From an optimization exercise on the open Yosys and OpenROAD flow, aimed at small area, a short achievable clock period and few clock cycles; shortcuts taken in it are not production practice. Where RTL was checked, it was by simulation tests only, not by an equivalence proof against the original. Power figures rest on the tool's default switching activity, not on a simulated workload.

JK:
==> flow/design.v <==
`default_nettype none
package dlr_pkg;
  localparam int DEFAULT_FRAC_BITS   = 16;
  localparam int DEFAULT_COORD_BITS  = 14;
  localparam int DEFAULT_QUEUE_DEPTH = 4;
  localparam int CFG_W   = 13;
  localparam int IDX_W   = 24;
  localparam int COLOR_W = 32;
  localparam logic [CFG_W-1:0] RESET_SCREEN_WIDTH  = 13'd1280;
  localparam logic [CFG_W-1:0] RESET_SCREEN_HEIGHT = 13'd720;
  typedef enum logic {
    ACT_START   = 1'b0,
    ACT_ADVANCE = 1'b1
  } action_e;
  typedef enum logic {
    CFG_SCREEN_WIDTH  = 1'b0,
    CFG_SCREEN_HEIGHT = 1'b1
  } cfg_reg_e;
endpackage
`default_nettype wire
`default_nettype none
module dda_line_rasterizer #(
  parameter int FRAC_BITS   = dlr_pkg::DEFAULT_FRAC_BITS,
  parameter int COORD_BITS  = dlr_pkg::DEFAULT_COORD_BITS,
  parameter int QUEUE_DEPTH = dlr_pkg::DEFAULT_QUEUE_DEPTH
) (
  input  wire logic                         clk_i,
  input  wire logic                         rst_ni,
  input  wire logic                         cfg_we_i,
  input  wire logic                         cfg_index_i,
  input  wire logic [dlr_pkg::CFG_W-1:0]    cfg_wdata_i,
  input  wire logic                         in_valid_i,
  output      logic                         in_stall_o,
  input  wire logic                         action_i,
  input  wire logic signed [COORD_BITS-1:0] x_start_i,
  input  wire logic signed [COORD_BITS-1:0] y_start_i,
  input  wire logic signed [COORD_BITS-1:0] x_end_i,
  input  wire logic signed [COORD_BITS-1:0] y_end_i,
  input  wire logic [dlr_pkg::COLOR_W-1:0]  line_color_i,
  output      logic                         out_valid_o,
  input  wire logic                         out_stall_i,
  output      logic signed [COORD_BITS-1:0] pixel_x_o,
  output      logic signed [COORD_BITS-1:0] pixel_y_o,
  output      logic [dlr_pkg::IDX_W-1:0]    pixel_addr_o,
  output      logic [dlr_pkg::COLOR_W-1:0]  pixel_color_o,
  output      logic                         write_enable_o,
  output      logic                         last_pixel_o
);
  localparam int CRW     = 5;                        
  localparam int CR_STOP = (1 << CRW) - 3;           
  localparam int PH_RDY  = 19;                       
  logic [12:0] w_q, h_q;
  always_ff @(posedge clk_i or negedge rst_ni) begin
    if (!rst_ni) begin
      w_q <= dlr_pkg::RESET_SCREEN_WIDTH;
      h_q <= dlr_pkg::RESET_SCREEN_HEIGHT;
    end else if (cfg_we_i) begin
      if (cfg_index_i) h_q <= cfg_wdata_i;
      else             w_q <= cfg_wdata_i;
    end
  end
  logic            in_stall_q;
  logic            ir_v;                  
  logic            n_v;                   
  logic            a_act;                 
  logic            a_first;               
  logic [CRW-1:0]  cr_n, cr_a;            
  logic [4:0]      n_ph;                  
  logic signed [13:0] ir_xs, ir_ys, ir_xe, ir_ye;
  logic [31:0]        ir_col;
  logic signed [13:0] n_xs, n_ys;
  logic [31:0]        n_col;
  logic [14:0]        n_ra, n_rb;         
  logic               n_sx, n_sy, n_xmaj;
  logic [16:0]        n_q;                
  logic [27:0]        n_acc;              
  logic signed [13:0] a_x, a_y;           
  logic [23:0]        a_yw;               
  logic [15:0]        a_g;                
  logic               a_mv;               
  logic               a_tie;              
  logic [13:0]        a_cnt;              
  logic               a_lst;              
  logic [15:0]        a_qx;               
  logic               a_cin, a_neg, a_sx, a_sy, a_xmaj;
  logic acc_w, st_w, adv_w;
  assign in_stall_o = in_stall_q;
  assign acc_w = in_valid_i & ~in_stall_q;
  assign st_w  = acc_w & ~action_i;
  assign adv_w = acc_w & action_i;
  always_ff @(posedge clk_i) begin
    if (!ir_v) begin
      ir_xs  <= x_start_i;
      ir_ys  <= y_start_i;
      ir_xe  <= x_end_i;
      ir_ye  <= y_end_i;
      ir_col <= line_color_i;
    end
  end
  logic        n_rdy, ld;
  logic        n_neg;
  logic [15:0] n_qx;
  logic        n_cin;
  logic [14:0] dx_w, dy_w, rem2;
  logic        ge;
  logic        wbit_q;
  logic [14:0] mul_s;
  assign n_rdy = (n_ph == 5'(PH_RDY));
  assign mul_s = n_acc[27:13] + (wbit_q ? {n_ys[13], n_ys} : 15'd0);
  assign ld    = ir_v & ~n_v & ~(a_act & a_first);
  assign n_neg = n_xmaj ? n_sy : n_sx;
  assign n_qx  = n_q[16:1];
  assign n_cin = n_q[0];
  assign dx_w = {ir_xe[13], ir_xe} - {ir_xs[13], ir_xs};
  assign dy_w = {ir_ye[13], ir_ye} - {ir_ys[13], ir_ys};
  logic [16:0] nr_x;
  assign nr_x = {n_rb[14:0], 1'b0, 1'b1} +
                {({2'b00, n_ra[13:0]} ^ {16{~n_rb[14]}}), ~n_rb[14]};
  assign rem2 = nr_x[15:1];
  assign ge   = ~nr_x[16];
  always_ff @(posedge clk_i) begin
    if (ld) begin
      n_ph  <= '0;
      n_xs  <= ir_xs;
      n_ys  <= ir_ys;
      n_col <= ir_col;
      n_ra  <= dx_w;
      n_rb  <= dy_w;
      n_acc <= '0;
      wbit_q <= w_q[0];
    end else begin
      if (!n_rdy) n_ph <= n_ph + 5'd1;
      if (n_ph <= 5'd12) begin
        n_acc <= {mul_s[14], mul_s, n_acc[12:1]};
      end
      wbit_q <= (n_ph <= 5'd11) ? w_q[4'(n_ph + 5'd1)] : 1'b0;
      if (n_ph == 5'd0) begin
        n_sx <= n_ra[14];
        n_sy <= n_rb[14];
        n_ra <= n_ra[14] ? -n_ra : n_ra;
        n_rb <= n_rb[14] ? -n_rb : n_rb;
      end else if (n_ph == 5'd1) begin
        n_xmaj <= (n_ra >= n_rb);
        n_ra   <= (n_ra >= n_rb) ? n_ra : n_rb;
        n_rb   <= (n_ra >= n_rb) ? n_rb : n_ra;
      end else if (!n_rdy) begin
        n_rb <= rem2;
        n_q  <= {n_q[15:0], ge ^ n_neg};    
      end
    end
  end
  logic        b_free, a_emit, a_last, newer, aband, load_sel, a_en, xfer;
  logic [17:0] gsum_x;
  logic [16:0] gsum;
  logic [16:0] g1_x;
  logic [15:0] g1;
  logic        c1;
  logic [14:0] yw_lo;
  logic [13:0] ad_lo;
  logic [10:0] yw_hi_inc, yw_hi_dec, yw_hi_nx;
  logic        r_le0, r_le1, r_neg, r_nxt_le0, tie_nxt;
  logic signed [13:0] a_min;
  logic [23:0] yw_plus;
  logic signed [13:0] x_out, y_out, minor_dec;
  logic        vis;
  logic [23:0] addr_w;
  logic signed [13:0] x_step, y_step;
  logic [23:0] yw_step;
  logic        y_moves;
  assign b_free   = ~out_valid_o | ~out_stall_i;
  assign a_last   = a_lst;
  assign newer    = n_v | ir_v;
  assign aband    = a_act & (cr_a == '0) & newer;
  assign a_emit   = a_act & (cr_a != '0) & b_free;
  assign load_sel = ~a_act | a_last;
  assign a_en     = a_emit | ~a_act;
  assign xfer     = a_en & load_sel & n_v & n_rdy;
  assign g1_x = {1'b0, ~n_qx[15], n_qx[14:0]} + 17'(n_cin);
  assign g1   = g1_x[15:0];
  assign c1   = n_qx[15] | g1_x[16];
  assign gsum_x = {1'b0, a_g, a_cin} + {1'b0, a_qx, a_cin};
  assign gsum   = gsum_x[17:1];
  assign y_moves = a_xmaj ? a_mv : 1'b1;
  assign x_step  = (a_xmaj | a_mv) ? (a_sx ? a_x - 14'sd1 : a_x + 14'sd1) : a_x;
  assign y_step  = y_moves ? (a_sy ? a_y - 14'sd1 : a_y + 14'sd1) : a_y;
  assign yw_hi_inc = a_yw[23:13] + 11'd1;
  assign yw_hi_dec = a_yw[23:13] - 11'd1;
  assign yw_lo     = {1'b0, a_yw[12:0], 1'b1} + {1'b0, w_q ^ {13{a_sy}}, a_sy};
  assign yw_hi_nx  = (yw_lo[14] ^ a_sy) ? (a_sy ? yw_hi_dec : yw_hi_inc) : a_yw[23:13];
  assign yw_plus   = {yw_hi_nx, yw_lo[13:1]};
  assign yw_step = y_moves ? yw_plus : a_yw;
  assign a_min     = a_xmaj ? a_y : a_x;
  assign r_neg     = a_min[13];
  assign r_le0     = r_neg | (a_min == 14'sd0);
  assign r_le1     = r_le0 | (a_min == 14'sd1);
  assign r_nxt_le0 = a_mv ? (a_neg ? r_le1 : r_neg) : r_le0;
  assign tie_nxt   = (a_g == 16'd0) & r_nxt_le0;
  always_ff @(posedge clk_i) begin
    if (a_en) begin
      if (load_sel) begin
        a_x    <= n_xs;
        a_y    <= n_ys;
        a_yw   <= n_acc[23:0];
        a_tie  <= 1'b0;
        a_cnt  <= n_ra[13:0];
        a_lst  <= (n_ra[13:0] == 14'd0);
        a_qx   <= n_qx;
        a_cin  <= n_cin;
        a_neg  <= n_neg;
        a_sx   <= n_sx;
        a_sy   <= n_sy;
        a_xmaj <= n_xmaj;
      end else begin
        a_x    <= x_step;
        a_y    <= y_step;
        a_yw   <= yw_step;
        a_tie  <= tie_nxt;
        a_cnt  <= a_cnt - 14'd1;
        a_lst  <= (a_cnt == 14'd1);
      end
      a_g  <= load_sel ? g1 : gsum[15:0];
      a_mv <= load_sel ? (c1 ^ n_neg) : (gsum[16] ^ a_neg);
    end
  end
  assign minor_dec = a_min - 14'sd1;
  assign x_out = (a_tie & ~a_xmaj) ? minor_dec : a_x;
  assign y_out = (a_tie &  a_xmaj) ? minor_dec : a_y;
  assign vis   = ~a_tie & ~a_x[13] & ~a_y[13] &
                 (a_x[12:0] < w_q) & (a_y[12:0] < h_q);
  assign ad_lo  = {1'b0, a_yw[12:0]} + {1'b0, a_x[12:0]};
  assign addr_w = vis ? {(ad_lo[13] ? yw_hi_inc : a_yw[23:13]), ad_lo[12:0]} : 24'd0;
  always_ff @(posedge clk_i) begin
    if (a_emit) begin
      pixel_x_o      <= x_out;
      pixel_y_o      <= y_out;
      pixel_addr_o   <= addr_w;
      write_enable_o <= vis;
      last_pixel_o   <= a_last;
      if (a_first) pixel_color_o <= n_col;
    end
  end
  logic            n_v_d, ir_v_d;
  logic [CRW-1:0]  cr_n_d, cr_a_d;
  logic            adv_n, adv_a;
  assign adv_n  = adv_w & n_v;
  assign adv_a  = adv_w & ~n_v & a_act;
  assign n_v_d  = (n_v & ~xfer) | ld;
  assign ir_v_d = (ir_v & ~ld) | st_w;
  logic [CRW-1:0]  cr_n_p1, cr_a_p1, cr_a_m1;
  assign cr_n_p1 = cr_n + CRW'(1);
  assign cr_a_p1 = cr_a + CRW'(1);
  assign cr_a_m1 = cr_a - CRW'(1);
  always_comb begin
    if (xfer)                  cr_a_d = adv_n ? cr_n_p1 : cr_n;
    else if ((a_en & load_sel) | aband) cr_a_d = '0;
    else if (adv_a & ~a_emit)  cr_a_d = cr_a_p1;
    else if (a_emit & ~adv_a)  cr_a_d = cr_a_m1;
    else                       cr_a_d = cr_a;
    cr_n_d = (xfer | ld) ? '0 : (adv_n ? cr_n_p1 : cr_n);
  end
  always_ff @(posedge clk_i or negedge rst_ni) begin
    if (!rst_ni) begin
      in_stall_q  <= 1'b0;
      ir_v        <= 1'b0;
      n_v         <= 1'b0;
      a_act       <= 1'b0;
      a_first     <= 1'b0;
      cr_n        <= '0;
      cr_a        <= '0;
      out_valid_o <= 1'b0;
    end else begin
      ir_v        <= ir_v_d;
      n_v         <= n_v_d;
      cr_n        <= cr_n_d;
      cr_a        <= cr_a_d;
      in_stall_q  <= ir_v_d | (n_v ? (cr_n >= CRW'(CR_STOP)) : (cr_a >= CRW'(CR_STOP)));
      out_valid_o <= a_emit | (out_valid_o & out_stall_i);
      if (a_en & load_sel) begin
        a_act   <= n_v & n_rdy;
        a_first <= 1'b1;
      end else if (aband) begin
        a_act   <= 1'b0;
      end else if (a_emit) begin
        a_first <= 1'b0;
      end
    end
  end
endmodule
`default_nettype wire
Settings: LEC_CHECK=0, CAP_MARGIN=20, CORE_MARGIN=2, CORE_UTILIZATION=40, CTS_CLUSTER_DIAMETER=120, CTS_CLUSTER_SIZE=24, SETUP_SLACK_MARGIN=5, SLEW_MARGIN=20; clock period 8.0 ns.
standard.sh (not shown) runs the stock make flow with config.mk's settings and CLKGATE_MAP_FILE= SYNTH_SCRIPT=/design/flow/synth_recipe.tcl, a recipe that flattens the netlist after the stock synthesis.
==> flow/flow/run.sh <==
#!/bin/bash
# Standard layout, with the port buffers chosen explicitly.
export BUFFER_PORTS_ARGS="-buffer_cell sky130_fd_sc_hd__buf_1"
bash standard.sh > standard.log 2>&1
JK: full flow OK, the timing, design-rule and antenna checks passed
What MS does differently from JK at the input level:
--- a/flow/design.v
+++ b/flow/design.v
@@ -73,7 +73,7 @@
   logic [14:0]        n_ra, n_rb;         
   logic               n_sx, n_sy, n_xmaj;
   logic [16:0]        n_q;                
-  logic [27:0]        n_acc;              
+  logic [23:0]        n_acc;              
   logic signed [13:0] a_x, a_y;           
   logic [23:0]        a_yw;               
   logic [15:0]        a_g;                
@@ -104,9 +104,7 @@
   logic [14:0] dx_w, dy_w, rem2;
   logic        ge;
   logic        wbit_q;
-  logic [14:0] mul_s;
   assign n_rdy = (n_ph == 5'(PH_RDY));
-  assign mul_s = n_acc[27:13] + (wbit_q ? {n_ys[13], n_ys} : 15'd0);
   assign ld    = ir_v & ~n_v & ~(a_act & a_first);
   assign n_neg = n_xmaj ? n_sy : n_sx;
   assign n_qx  = n_q[16:1];
@@ -127,13 +125,13 @@
       n_ra  <= dx_w;
       n_rb  <= dy_w;
       n_acc <= '0;
-      wbit_q <= w_q[0];
+      wbit_q <= w_q[12];
     end else begin
       if (!n_rdy) n_ph <= n_ph + 5'd1;
       if (n_ph <= 5'd12) begin
-        n_acc <= {mul_s[14], mul_s, n_acc[12:1]};
-      end
-      wbit_q <= (n_ph <= 5'd11) ? w_q[4'(n_ph + 5'd1)] : 1'b0;
+        n_acc <= {n_acc[22:0], 1'b0} + (wbit_q ? {{10{n_ys[13]}}, n_ys} : 24'd0);
+      end
+      wbit_q <= (n_ph <= 5'd11) ? w_q[4'(5'd11 - n_ph)] : 1'b0;
       if (n_ph == 5'd0) begin
         n_sx <= n_ra[14];
         n_sy <= n_rb[14];
@@ -161,7 +159,7 @@
   logic        r_le0, r_le1, r_neg, r_nxt_le0, tie_nxt;
   logic signed [13:0] a_min;
   logic [23:0] yw_plus;
-  logic signed [13:0] x_out, y_out, minor_dec;
+  logic signed [13:0] x_out, y_out;
   logic        vis;
   logic [23:0] addr_w;
   logic signed [13:0] x_step, y_step;
@@ -200,7 +198,7 @@
       if (load_sel) begin
         a_x    <= n_xs;
         a_y    <= n_ys;
-        a_yw   <= n_acc[23:0];
+        a_yw   <= n_acc;
         a_tie  <= 1'b0;
         a_cnt  <= n_ra[13:0];
         a_lst  <= (n_ra[13:0] == 14'd0);
@@ -222,9 +220,8 @@
       a_mv <= load_sel ? (c1 ^ n_neg) : (gsum[16] ^ a_neg);
     end
   end
-  assign minor_dec = a_min - 14'sd1;
-  assign x_out = (a_tie & ~a_xmaj) ? minor_dec : a_x;
-  assign y_out = (a_tie &  a_xmaj) ? minor_dec : a_y;
+  assign x_out = (a_tie & ~a_xmaj) ? a_x - 14'sd1 : a_x;
+  assign y_out = (a_tie &  a_xmaj) ? a_y - 14'sd1 : a_y;
   assign vis   = ~a_tie & ~a_x[13] & ~a_y[13] &
                  (a_x[12:0] < w_q) & (a_y[12:0] < h_q);
   assign ad_lo  = {1'b0, a_yw[12:0]} + {1'b0, a_x[12:0]};
### Flow results
- Relative to JK, MS degrades post-layout minimum cycle time.
- Note that the internal cell power recorded for MS amounts to 1.12 times the value seen in JK.
- Against JK, number of nets in the layout in MS rose slightly.
- Summary — clock share of power, MS relative to JK: lower, by 1.2 points.
- The final worst-path cycle share of MS and that of JK are within noise of each other.
- Against JK, MS comes in 0.33 points lower on global routing usage on met1.
- Sort JK and MS by total power divided by cell area desc -> top: MS
- Worst slack at placement was lower in MS than in JK.
- Summary — depth of the critical timing path with buffers and inverters included, MS relative to JK: lower, by 3.
- Total wirelength of the detailed-routed design: MS vs JK up 1.4%
Testbench counts of MS, summed over its fixed seeds: cycles 107,989.
For JK, only the layout was checked, not whether the RTL still works.

-- port drivers added, routing unchanged --
How much do the figures lean on ideal ports? The routed layouts below were timed once more, with nothing changed but the port constraints.
Step 1 sets driving cells, clkbuf_16 on the clock port and buf_2 on the other inputs (assumed; they add their load-dependent delay and slew).
Step 2 also shifts input and output timing later by t, the mid clock arrival at the registers, as if the neighbouring blocks saw the same clock.
Slacks: no drivers / after step 1 / after step 2; pairs: no drivers / after step 1.
| run | t, ns | setup slack, ns | worst register clock-pin slew, ns | worst slew at a driven data input, ns |
|---|---|---|---|---|
| JK | 0.641 | 5.051 / 5.060 / 4.444 | 0.11 / 0.11 | 0.06 |
| MS | 0.643 | 5.047 / 5.047 / 4.471 | 0.11 / 0.11 | 0.07 |
After both steps every run listed still meets setup and hold. The setup slack of JK, which loses most, moves by +0.009 ns with the drivers and by -0.607 ns with both steps.
